Source: an optimization exercise on an open RTL-to-GDS flow (aim: small area). Production flows keep margins and buffers that such runs may drop. Only simulation tests tie the RTL to the original design; equivalence was not proved. Power is estimated from default activity; no workload was simulated.

==> flow/design.v <==
module dm_spi_halfbit_timer (
  input  logic       clk,
  input  logic       rst,
  input  logic       run,
  input  logic [7:0] div,
  output logic       tick
);
  logic [7:0] cnt;
  always_ff @(posedge clk) begin
    if (!run || cnt == div) begin
      cnt <= '0;
    end else begin
      cnt <= cnt + 8'd1;
    end
  end
  assign tick = run && (cnt == div);
endmodule
module dm_spi_array_master #(
  parameter int unsigned NCHAN      = 6,
  parameter int unsigned FRAME_BITS = 24,
  parameter int unsigned ADDR_W     = 14
) (
  input  logic              clk,
  input  logic              rst,
  input  logic              RamBusSel,
  input  logic              RamBusWrnRd,
  input  logic              RamBusLatch,
  input  logic [ADDR_W-1:0] RamBusAddress,
  input  logic [31:0]       RamBusDataIn,
  output logic [31:0]       RamBusDataOut,
  output logic              RamBusAck,
  input  logic              Pps,
  output logic              Sck,
  output logic [NCHAN-1:0]  Mosi,
  input  logic [NCHAN-1:0]  Miso,
  output logic [NCHAN-1:0]  nCs,
  output logic              nLDac
);
  logic              run, arm;
  logic [5:0]        ph;
  logic [7:0]        div;
  logic              ldacEn, ppsTrig, done, err;
  logic [15:0]       frameCnt;
  logic [2:0]        ppsSync;
  logic [NCHAN-1:0]  chMask;
  logic              accPrev, ackReg;
  logic              goSetF, goArmF, abortF;
  logic              rdCtrl, rdStat, rdMask, rdBusy, rdArmed, rdDone, rdTxB, rdRxB;
  logic [2:0]        rdIdx;
  logic [NCHAN-1:0]  rdTx, rdRx;
  logic              frameEndD;
  logic [NCHAN-1:0]  rxUpd, txValid, rxValid;
  logic [FRAME_BITS-1:0] txData  [NCHAN];
  logic [FRAME_BITS-1:0] rxData  [NCHAN];
  logic [FRAME_BITS-1:0] rxShift [NCHAN];
  logic tick, busy, accStart, wr, rd, ppsEdge, zero;
  logic aCtrl, aStat, aMask, aTxB, aRxB;
  logic phHi, inHold, inLdac, lastTick, busyNext, armNext, ctrlOk;
  logic startSetup, frameEnd, sampleEn;
  logic [NCHAN-1:0] aIdx;
  assign busy     = run | arm;
  assign accStart = RamBusSel & RamBusLatch & ~accPrev;
  assign wr       = accStart & RamBusWrnRd;
  assign rd       = accStart & ~RamBusWrnRd;
  assign ppsEdge  = ppsSync[1] & ~ppsSync[2];
  assign zero     = (RamBusDataIn == 32'd0);
  assign aCtrl = (RamBusAddress[13:2] == 12'h000);
  assign aStat = (RamBusAddress[13:2] == 12'h001);
  assign aMask = (RamBusAddress[13:2] == 12'h002);
  assign aTxB  = (RamBusAddress[13:6] == 8'h04) & ~(RamBusAddress[5] | (RamBusAddress[4] & RamBusAddress[3]));
  assign aRxB  = (RamBusAddress[13:6] == 8'h08) & ~(RamBusAddress[5] | (RamBusAddress[4] & RamBusAddress[3]));
  for (genvar i = 0; i < NCHAN; i++) begin : gIdx
    assign aIdx[i] = (RamBusAddress[4:2] == 3'(i));
  end
  assign phHi   = ph[5] & ph[4];
  assign inHold = phHi & ph[0];
  assign inLdac = phHi & ph[1];
  dm_spi_halfbit_timer uTimer (
    .clk  (clk),
    .rst  (rst),
    .run  (run),
    .div  (div),
    .tick (tick)
  );
  assign lastTick   = tick & (inLdac | (inHold & ~ldacEn));
  assign frameEnd   = tick & inHold;
  assign sampleEn   = tick & ~ph[0] & ~phHi;
  assign startSetup = goSetF | (arm & ppsEdge & ~abortF);
  assign busyNext = arm | (run & ~lastTick);
  assign armNext  = arm & ~ppsEdge;
  assign ctrlOk   = ~busyNext | (armNext & zero);
  always_ff @(posedge clk or posedge rst) begin
    if (rst) begin
      accPrev   <= 1'b0;
      ackReg    <= 1'b0;
      goSetF    <= 1'b0;
      goArmF    <= 1'b0;
      abortF    <= 1'b0;
      rdCtrl    <= 1'b0;
      rdStat    <= 1'b0;
      rdMask    <= 1'b0;
      rdBusy    <= 1'b0;
      rdArmed   <= 1'b0;
      rdDone    <= 1'b0;
      rdTxB     <= 1'b0;
      rdRxB     <= 1'b0;
    end else begin
      accPrev <= RamBusSel & RamBusLatch;
      ackReg  <= accStart;
      goSetF  <= wr & aCtrl & RamBusDataIn[0] & ~RamBusDataIn[2] & ~busyNext;
      goArmF  <= wr & aCtrl & RamBusDataIn[0] & RamBusDataIn[2] & ~busyNext;
      abortF  <= wr & aCtrl & zero & armNext;
      rdCtrl  <= rd & aCtrl;
      rdStat  <= rd & aStat;
      rdMask  <= rd & aMask;
      rdBusy  <= rd & aStat & busy;
      rdArmed <= rd & aStat & arm;
      rdDone  <= rd & aStat & done;
      rdTxB   <= rd & aTxB;
      rdRxB   <= rd & aRxB;
    end
  end
  always_ff @(posedge clk or posedge rst) begin
    if (rst) begin
      run       <= 1'b0;
      arm       <= 1'b0;
      div       <= '0;
      ldacEn    <= 1'b0;
      ppsTrig   <= 1'b0;
      chMask    <= '0;
      done      <= 1'b0;
      err       <= 1'b0;
      frameCnt  <= '0;
      ppsSync   <= '0;
      frameEndD <= 1'b0;
      rxUpd     <= '0;
      txValid   <= '0;
      rxValid   <= '0;
    end else begin
      ppsSync   <= {ppsSync[1:0], Pps};
      frameEndD <= frameEnd;
      rxUpd     <= {NCHAN{frameEnd}} & chMask;
      rxValid   <= rxValid | rxUpd;
      frameCnt  <= frameCnt + {15'd0, frameEndD};
      if (wr & aCtrl & ctrlOk) begin
        div     <= RamBusDataIn[15:8];
        ppsTrig <= RamBusDataIn[2];
        ldacEn  <= RamBusDataIn[1];
      end
      if (wr & aMask & ~busyNext) chMask <= RamBusDataIn[NCHAN-1:0];
      if (wr & aTxB & ~busyNext) txValid <= txValid | aIdx;
      if (wr & busyNext & ((aCtrl & ~(armNext & zero)) | aMask | aTxB)) err <= 1'b1;
      else if (wr & aStat & RamBusDataIn[2]) err <= 1'b0;
      if (wr & aStat & RamBusDataIn[1]) done <= 1'b0;
      else if (frameEnd) done <= 1'b1;
      if (startSetup) run <= 1'b1;
      else if (lastTick) run <= 1'b0;
      if (goArmF) arm <= 1'b1;
      else if (abortF | ppsEdge) arm <= 1'b0;
    end
  end
  for (genvar i = 0; i < NCHAN; i++) begin : gRdSel
    assign rdTx[i] = rdTxB & (rdIdx == 3'(i)) & txValid[i];
    assign rdRx[i] = rdRxB & (rdIdx == 3'(i)) & rxValid[i];
  end
  always_ff @(posedge clk) begin
    rdIdx <= RamBusAddress[4:2];
  end
  always_ff @(posedge clk) begin
    if (startSetup) ph <= '0;
    else if (tick) ph <= ph + 6'd1;
  end
  logic [FRAME_BITS-1:0] bitSel;
  always_comb begin
    for (int k = 0; k < FRAME_BITS; k++) bitSel[k] = run & (ph[5:1] == 5'(23 - k));
  end
  for (genvar i = 0; i < NCHAN; i++) begin : gCh
    always_ff @(posedge clk) begin
      if (wr & aTxB & aIdx[i] & ~busyNext) txData[i] <= RamBusDataIn[FRAME_BITS-1:0];
      if (sampleEn) rxShift[i] <= {rxShift[i][FRAME_BITS-2:0], Miso[i]};
      if (rxUpd[i]) rxData[i] <= rxShift[i];
    end
    assign Mosi[i] = txValid[i] & chMask[i] & |(txData[i] & bitSel);
    assign nCs[i]  = ~(chMask[i] & run & ~inLdac);
  end
  always_comb begin
    RamBusDataOut = '0;
    if (rdCtrl) RamBusDataOut = RamBusDataOut | {16'd0, div, 5'd0, ppsTrig, ldacEn, 1'b0};
    if (rdStat) RamBusDataOut = RamBusDataOut | {frameCnt, 13'd0, err, 2'd0};
    RamBusDataOut = RamBusDataOut | {28'd0, rdArmed, 1'b0, rdDone, rdBusy};
    if (rdMask) RamBusDataOut[NCHAN-1:0] = RamBusDataOut[NCHAN-1:0] | chMask;
    for (int i = 0; i < NCHAN; i++) begin
      if (rdTx[i]) RamBusDataOut[FRAME_BITS-1:0] = RamBusDataOut[FRAME_BITS-1:0] | txData[i];
      if (rdRx[i]) RamBusDataOut[FRAME_BITS-1:0] = RamBusDataOut[FRAME_BITS-1:0] | rxData[i];
    end
  end
  assign Sck       = run & ph[0] & ~inHold;
  assign nLDac     = ~(run & inLdac);
  assign RamBusAck = ackReg;
endmodule
clock: 8.0 ns
lec_check: 0
cap_margin: 20
core_margin: 2
core_utilization: 40
slew_margin: 20
standard.sh (not shown) runs the stock make flow with config.mk's settings and CLKGATE_MAP_FILE= SYNTH_SCRIPT=/design/flow/synth_recipe.tcl, a recipe that flattens the netlist after the stock synthesis.
==> flow/flow/run.sh <==
#!/bin/bash
# Own layout flow: the standard ORFS flow (standard.sh) with three changes:
#  1. synthesis is ORFS's synth.tcl run exactly as synth_recipe.tcl runs it, except that the
#     combinational mapping uses an area-oriented ABC script (flow/area.abc); the flip-flops
#     are mapped before ABC, so the registers, their names and cells are unchanged;
#  2. clock tree synthesis without dummy loads, with leaf clusters sized for the clock-pin
#     slew limit;
#  3. every port still gets a buffer, but of the smallest buffer cell.
# Each tool's output is in the ORFS logs under orfs/logs; make's own output is in flow_make.log.
set -euo pipefail
W=$(pwd)
F=$W/flow

# Build the synthesis script from synth_recipe.tcl: its first line (synth without fsm/share),
# then ORFS's synth.tcl with the ABC script swapped, then synth_recipe.tcl's remaining lines.
{
  head -n 1 "$W/synth_recipe.tcl"
  sed 's#^source \$::env(SCRIPTS_DIR)/synth_preamble.tcl$#&\nset abc_args [lreplace $abc_args 1 1 $::env(FLOW_AREA_ABC)]\nputs "area ABC script: $abc_args"#' \
    "$FLOW_HOME/scripts/synth.tcl"
  tail -n +3 "$W/synth_recipe.tcl"
} > "$W/synth_area.tcl"
grep -q 'FLOW_AREA_ABC' "$W/synth_area.tcl"

export FLOW_AREA_ABC="$F/area.abc"
export BUFFER_PORTS_ARGS="-buffer_cell sky130_fd_sc_hd__buf_1"
export CTS_ARGS="-sink_clustering_enable -repair_clock_nets -dont_use_dummy_load -buf_list sky130_fd_sc_hd__clkbuf_16 -sink_clustering_size 20 -sink_clustering_max_diameter 60"

bash "$W/standard.sh" \
  "SYNTH_SCRIPT=$W/synth_area.tcl" \
  "FLOW_AREA_ABC=$FLOW_AREA_ABC" \
  "BUFFER_PORTS_ARGS=$BUFFER_PORTS_ARGS" \
  "CTS_ARGS=$CTS_ARGS" \
  finish > "$W/flow_make.log" 2>&1
==> flow/flow/area.abc <==
strash
&get -n
&dc2
&dch -f
&nf -R 1000 -p -C 32 -F 8
&put
The first run went through all stages and came out clean.
Edit:
==> flow/run.sh (new file) <==
#!/bin/bash
# synth_recipe.tcl (not shown) runs the flow's synth.tcl, then flattens the netlist and writes it again
# the make line also repeats each setting of config.mk as NAME=value (left out here)
make -C /OpenROAD-flow-scripts/flow DESIGN_CONFIG=/design/flow/config.mk WORK_HOME=/design/flow/orfs CLKGATE_MAP_FILE= SYNTH_SCRIPT=/design/flow/synth_recipe.tcl finish
--- a/flow/config.mk
+++ b/flow/config.mk
@@ -6,6 +6,10 @@
 export NUM_CORES = 4
 export LEC_CHECK = 0
+export ABC_AREA = 1
 export CAP_MARGIN = 20
 export CORE_MARGIN = 2
 export CORE_UTILIZATION = 40
+export CTS_BUF_LIST = sky130_fd_sc_hd__clkbuf_16
+export CTS_CLUSTER_DIAMETER = 60
+export CTS_CLUSTER_SIZE = 25
 export SLEW_MARGIN = 20
removed: flow/flow/run.sh
removed: flow/flow/area.abc
removed: flow/standard.sh
Count of clock-buffer cells in the layout falls by 1.
Worst hold slack gets worse by 12 ps.
Clock power rises by about a fifth.
Area after synthesis rises by a little under a tenth.
Wire length is about the same.
Maximum frequency falls by a few percent.
Sequential power barely changes.
Worst setup slack gets worse by 240 ps.
Non-clock buffer count falls by 4.
Synthesized cell count rises by well over a third.
Edit:
==> flow/flow/run.sh (new file) <==
#!/bin/bash
# Own layout flow: the standard ORFS flow (standard.sh) with three changes:
#  1. synthesis is ORFS's synth.tcl run exactly as synth_recipe.tcl runs it, except that the
#     combinational mapping uses an area-oriented ABC script (flow/area.abc); the flip-flops
#     are mapped before ABC, so the registers, their names and cells are unchanged;
#  2. clock tree synthesis without dummy loads, with leaf clusters sized for the clock-pin
#     slew limit;
#  3. every port still gets a buffer, but of the smallest buffer cell.
# Each tool's output is in the ORFS logs under orfs/logs; make's own output is in flow_make.log.
set -euo pipefail
W=$(pwd)
F=$W/flow

# Build the synthesis script from synth_recipe.tcl: its first line (synth without fsm/share),
# then ORFS's synth.tcl with the ABC script swapped, then synth_recipe.tcl's remaining lines.
{
  head -n 1 "$W/synth_recipe.tcl"
  sed 's#^source \$::env(SCRIPTS_DIR)/synth_preamble.tcl$#&\nset abc_args [lreplace $abc_args 1 1 $::env(FLOW_AREA_ABC)]\nputs "area ABC script: $abc_args"#' \
    "$FLOW_HOME/scripts/synth.tcl"
  tail -n +3 "$W/synth_recipe.tcl"
} > "$W/synth_area.tcl"
grep -q 'FLOW_AREA_ABC' "$W/synth_area.tcl"

export FLOW_AREA_ABC="$F/area.abc"
export BUFFER_PORTS_ARGS="-buffer_cell sky130_fd_sc_hd__buf_1"
export CTS_ARGS="-sink_clustering_enable -repair_clock_nets -dont_use_dummy_load -buf_list sky130_fd_sc_hd__clkbuf_4 -sink_clustering_size 10 -sink_clustering_max_diameter 40"

bash "$W/standard.sh" \
  "SYNTH_SCRIPT=$W/synth_area.tcl" \
  "FLOW_AREA_ABC=$FLOW_AREA_ABC" \
  "BUFFER_PORTS_ARGS=$BUFFER_PORTS_ARGS" \
  "CTS_ARGS=$CTS_ARGS" \
  finish > "$W/flow_make.log" 2>&1
==> flow/flow/area.abc (new file) <==
strash
&get -n
&dc2
&dch -f
&nf -R 1000 -p -C 32 -F 8
&put
==> flow/standard.sh (new file) <==
#!/bin/bash
# synth_recipe.tcl (not shown) runs the flow's synth.tcl, then flattens the netlist and writes it again
# the make line also repeats each setting of config.mk as NAME=value (left out here)
make -C /OpenROAD-flow-scripts/flow DESIGN_CONFIG=/design/flow/config.mk WORK_HOME=/design/flow/orfs CLKGATE_MAP_FILE= SYNTH_SCRIPT=/design/flow/synth_recipe.tcl "${@:-finish}"
==> flow/config.mk (replaced) <==
export PLATFORM = sky130hd
export DESIGN_NAME = dm_spi_array_master
export DESIGN_NICKNAME = dm_spi_array_master
export VERILOG_FILES = /design/flow/design.v
export SDC_FILE = /design/flow/constraint.sdc
export NUM_CORES = 4
export LEC_CHECK = 0
export CAP_MARGIN = 0
export CORE_MARGIN = 2
export CORE_UTILIZATION = 65
export GPL_TIMING_DRIVEN = 0
export SLEW_MARGIN = 0
removed: flow/run.sh
What happened: With this change the flow finished with capacitance limit, slew limit left. Routed wire length fell by 4.8%. Setup slack gets worse by 200 ps. Count of clock-buffer cells in the layout increases by 29. Non-clock buffer count does not change. Total power shrinks by 17%. Synthesized cell count is lower by 37%. Cell area goes down by 13%. Sequential cell count stays the same. Area after synthesis goes down by 7.3%. Register-to-register slack got worse by 1300 ps. Critical path depth increases by 1.
Edit:
--- a/flow/config.mk
+++ b/flow/config.mk
@@ -6,7 +6,7 @@
 export NUM_CORES = 4
 export LEC_CHECK = 0
-export CAP_MARGIN = 0
+export CAP_MARGIN = 20
 export CORE_MARGIN = 2
-export CORE_UTILIZATION = 65
+export CORE_UTILIZATION = 55
 export GPL_TIMING_DRIVEN = 0
-export SLEW_MARGIN = 0
+export SLEW_MARGIN = 20
Effect: Now the flow finished with timing, DRC and antenna clean; combinational power is lower by about 2%; clock skew decreases by 36 ps; routed wire length climbs by about 2.8%; global-route usage is lower by 4.7 points; fmax climbs by about 5.5%; design area went up by 1.7%; synthesized area does not change; final cell count came out higher by 5.0%; first-iteration DRC count fell by about 6%.

port drivers added, routing unchanged:
Ports are ideal in the flow. The routed layouts listed here were re-timed in OpenROAD. Step 1 sets driving cells, clkbuf_16 on the clock port and buf_2 on the other inputs (assumed; they add their load-dependent delay and slew). Step 2 adds t to the input delays and takes it off the output delays; t is the mean of the earliest and latest rising clock arrival at the registers after step 1. Input paths then give back, and output paths get back, about the clock's delay inside the block. a / b / c = ideal / step 1 / step 2; a / b = the first two.
| run | t (ns) | slack for setup (ns) | latest minus earliest clock arrival (ns) |
|---|---|---|---|
| the first run | 0.610 | 2.669 / 2.614 / 3.224 | 0.057 / 0.058 |
| the second run | 0.630 | 2.426 / 2.365 / 2.995 | 0.021 / 0.020 |
| the third run | 0.721 | 2.225 / 2.172 / 2.892 | 0.142 / 0.141 |
| the fourth run | 0.777 | 2.527 / 2.474 / 3.251 | 0.080 / 0.080 |
